Background: an optimization exercise with open tools, aiming at small area. Do not read the settings as production practice. Function was checked by simulation only, so behaviour that the tests miss may differ from the original. Power is estimated from default activity; no workload was simulated.

== run 1 ==
Design sdhc_dma_top, start of the top module:
module sdhc_dma_top #(
   parameter int FIFO_DEPTH = 8,
   parameter int RAM_WORDS  = 64
) (
   input  logic                         CLK,
   input  logic                         reset,
   input  logic                         start,
   input  logic                         direction,
   input  logic [63:0]                  address_init,
   input  logic [15:0]                  length,
   output logic                         done,
   input  logic                         card_push,
   input  logic [31:0]                  card_wdata,
   input  logic                         card_pop,
   output logic [31:0]                  card_rdata,
   output logic                         card_empty,
   output logic                         card_full,
   input  logic                         host_we,
   input  logic [$clog2(RAM_WORDS)-1:0] host_addr,
   input  logic [31:0]                  host_wdata,
   output logic [31:0]                  host_rdata
);
export LEC_CHECK = 0
export CAP_MARGIN = 20
export CELL_PAD_IN_SITES_DETAIL_PLACEMENT = 1
export CELL_PAD_IN_SITES_GLOBAL_PLACEMENT = 1
export CORE_MARGIN = 2
export CORE_UTILIZATION = 60
export PLACE_DENSITY = 0.7
export SLEW_MARGIN = 20
export SYNTH_HIERARCHICAL = 1
create_clock -name core_clock -period 10.0 [get_ports {CLK}]
run.sh (not shown) runs the stock make flow with config.mk's settings and CLKGATE_MAP_FILE= SYNTH_SCRIPT=/design/flow/synth_recipe.tcl, a recipe that flattens the netlist after the stock synthesis.
Run 1 finished every step from synthesis to the final layout, and the layout passed the timing, DRC and antenna checks.
Edits applied to the flow inputs when going from run 1 to run 2:
- SLEW_MARGIN: 20 -> 0
- CAP_MARGIN: 20 -> 0
- CTS_CLUSTER_SIZE: unset -> 18
- CTS_CLUSTER_DIAMETER: unset -> 60
- CTS_BUF_LIST: unset -> sky130_fd_sc_hd__clkbuf_8
==> flow/flow/run.sh (new file) <==
#!/bin/bash
# Standard layout, but the port buffers use the smallest buffer cell
# instead of the one buffer_ports picks by default.
export BUFFER_PORTS_ARGS="-buffer_cell sky130_fd_sc_hd__buf_1"
bash standard.sh > standard.log 2>&1
==> flow/standard.sh (new file) <==
#!/bin/bash
# synth_recipe.tcl (not shown) runs the flow's synth.tcl, then flattens the netlist and writes it again
# the make line also repeats each setting of config.mk as NAME=value (left out here)
make -C /OpenROAD-flow-scripts/flow DESIGN_CONFIG=/design/flow/config.mk WORK_HOME=/design/flow/orfs CLKGATE_MAP_FILE= SYNTH_SCRIPT=/design/flow/synth_recipe.tcl "${@:-finish}"
removed: flow/run.sh
==> run summary <==
Summary of run 2 over run 1: worst setup slack after placement increased 560 ps, combinational share of power increased 1.6 points, share of power burned in the clock network saw a decrease, share of the clock period used by the worst path saw a decrease.
Total power was lower in run 2 than in run 1.
Register share of the cell area, run 1 and run 2, lower one = run 1.
Diff run 1 -> run 2: global-route usage shrank by 1.1 points, cell area after layout shrank by 5.6%, met2 wire length shrank by about 4%.
#### Input delta (run 3 over run 2)
- CTS_BUF_LIST now sky130_fd_sc_hd__clkbuf_16, was sky130_fd_sc_hd__clkbuf_8
- CTS_CLUSTER_SIZE now 30, was 18
- CTS_CLUSTER_DIAMETER now 100, was 60
### Flow results
Looking at minimum clock period after layout, run 3 sits above run 2.
The run showing the smaller global routing usage summed across all routing layers is run 3.
Taking run 2 as the reference point, the wire length of run 3 falls by 0.77%.
Final setup TNS of run 3 is on par with run 2.
The following lists how run 4 was set up differently from run 3:
- CTS_BUF_LIST: sky130_fd_sc_hd__clkbuf_16 -> sky130_fd_sc_hd__clkbuf_4 sky130_fd_sc_hd__clkbuf_8
- CTS_CLUSTER_DIAMETER: 100 -> unset
- CTS_CLUSTER_SIZE: 30 -> unset
==> flow/run.sh (new file) <==
#!/bin/bash
# synth_recipe.tcl (not shown) runs the flow's synth.tcl, then flattens the netlist and writes it again
# the make line also repeats each setting of config.mk as NAME=value (left out here)
make -C /OpenROAD-flow-scripts/flow DESIGN_CONFIG=/design/flow/config.mk WORK_HOME=/design/flow/orfs CLKGATE_MAP_FILE= SYNTH_SCRIPT=/design/flow/synth_recipe.tcl finish
removed: flow/flow/run.sh
removed: flow/standard.sh
==> comparison <==
Of run 4 and run 3, it is run 4 that has the higher ratio of final minimum period to clock period. Run 4: done, clean on timing, DRC and antenna. Run 4 vs. run 3: synthesis-to-finish area growth went up by 6.5 points. Per the comparison of run 4 with run 3, worst supply voltage drop on vdd moved down, share of power burned in the clock network moved up, number of buffers inserted during clock tree synthesis moved up, number of antenna diodes moved down, total iterations of the first detailed-routing run moved up. Run 4 ended with more worst hold margin than run 3. Run 4 has combinational power above what run 3 had. Clock transition at the registers of the reported paths (higher): run 3.
What run 5 does differently from run 4 at the input level:
- swapping 0 for 20 in CAP_MARGIN
- swapping 1 for 2 in CELL_PAD_IN_SITES_GLOBAL_PLACEMENT
- swapping 1 for 2 in CELL_PAD_IN_SITES_DETAIL_PLACEMENT
- swapping 0 for 20 in SLEW_MARGIN
- clearing CTS_BUF_LIST, which used to be sky130_fd_sc_hd__clkbuf_4 sky130_fd_sc_hd__clkbuf_8
- swapping 60 for 30 in CORE_UTILIZATION
- swapping 0.7 for 0.45 in PLACE_DENSITY
Notes after the runs:
Compared with run 4, run 5 shows a number of rows in the core area that is 56 higher. Reported for run 4 and run 5, final antenna-violating net count turned out identical to the last digit. Wire length (run 5 vs. run 4) increases by more than 10%. Delta(upper clock frequency limit, run 5 - run 4) > 0.


== willow ==
Another version of the RTL of sdhc_dma_top (not shown whole).
For scale: about 3900 cells after synthesis, about 220 I/O pins, ~82000 µm² of cells after synthesis.
## sdhc_dma_top
module sdhc_dma_top #(
   parameter int FIFO_DEPTH = 8,
   parameter int RAM_WORDS  = 64
) (
   input  logic                         CLK,
   input  logic                         reset,
   input  logic                         start,
   input  logic                         direction,
   input  logic [63:0]                  address_init,
   input  logic [15:0]                  length,
   output logic                         done,
   input  logic                         card_push,
   input  logic [31:0]                  card_wdata,
   input  logic                         card_pop,
   output logic [31:0]                  card_rdata,
   output logic                         card_empty,
   output logic                         card_full,
   input  logic                         host_we,
   input  logic [$clog2(RAM_WORDS)-1:0] host_addr,
   input  logic [31:0]                  host_wdata,
   output logic [31:0]                  host_rdata
);
clock: 10.0 ns
lec_check: 0
cap_margin: 0
cell_pad_in_sites_detail_placement: 1
cell_pad_in_sites_global_placement: 1
core_margin: 2
core_utilization: 60
cts_buf_list: sky130_fd_sc_hd__clkbuf_16
cts_cluster_diameter: 80
cts_cluster_size: 28
place_density: 0.7
slew_margin: 0
synth_hierarchical: 1
standard.sh (not shown) runs the stock make flow with config.mk's settings and CLKGATE_MAP_FILE= SYNTH_SCRIPT=/design/flow/synth_recipe.tcl, a recipe that flattens the netlist after the stock synthesis.
==> flow/flow/run.sh <==
#!/bin/bash
# Standard layout, but the port buffers use the smallest buffer cell
# instead of the one buffer_ports picks by default.
export BUFFER_PORTS_ARGS="-buffer_cell sky130_fd_sc_hd__buf_1"
bash standard.sh > standard.log 2>&1
willow: full flow OK, the timing, DRC and antenna checks passed
Setup changes, willow to pepper
- CTS_CLUSTER_DIAMETER: 80 -> 70
- PLACE_DENSITY: 0.7 -> 0.75
- CTS_CLUSTER_SIZE: 28 -> 30
- CELL_PAD_IN_SITES_DETAIL_PLACEMENT: 1 -> 0
- CORE_UTILIZATION: 60 -> 65
- CELL_PAD_IN_SITES_GLOBAL_PLACEMENT: 1 -> 0
==> run summary <==
willow ran to completion and came out clean on the timing, DRC and antenna checks. pepper: no failed stages, no open violations at the end. Higher total track usage was reported by willow, not pepper. In the reports for willow and pepper, the larger count of clock-buffer cells in the layout belongs to pepper. Of willow and pepper, the higher fmax belongs to pepper. When pepper is measured against willow, its die span in x turns out 15 µm lower.

-- what the ideal ports hide --
In the flow no input, the clock included, has a driving cell. The finished layouts below were timed again as built, in two steps. Step 1 assumes that a clkbuf_16 drives the clock port and a buf_2 every other input. Step 2 also shifts input and output timing later by t, the mid clock arrival at the registers, as if the neighbouring blocks saw the same clock. Slacks: ideal / step 1 / step 2; pairs: ideal / step 1.
run | shift t [ns] | setup slack, ns | worst hold slack (ns)
run 1 | 0.920 | 0.531 / 0.457 / 0.457 | 0.517 / 0.517 / 0.517
run 2 | 1.006 | 1.255 / 1.226 / 1.226 | 0.492 / 0.492 / 0.492
run 3 | 0.826 | 1.151 / 1.122 / 1.122 | 0.518 / 0.518 / 0.518
run 4 | 1.103 | 0.454 / 0.395 / 0.395 | 0.542 / 0.542 / 0.542
run 5 | 0.925 | 0.824 / 0.787 / 0.787 | 0.498 / 0.498 / 0.498
willow | 0.841 | 1.375 / 1.326 / 1.326 | 0.491 / 0.491 / 0.491
pepper | 0.829 | 1.521 / 1.479 / 1.479 | 0.503 / 0.503 / 0.503
After both steps setup and hold are still met in every run listed. The setup slack of run 1, which loses most, moves by -0.074 ns with the drivers and by -0.074 ns with both steps.
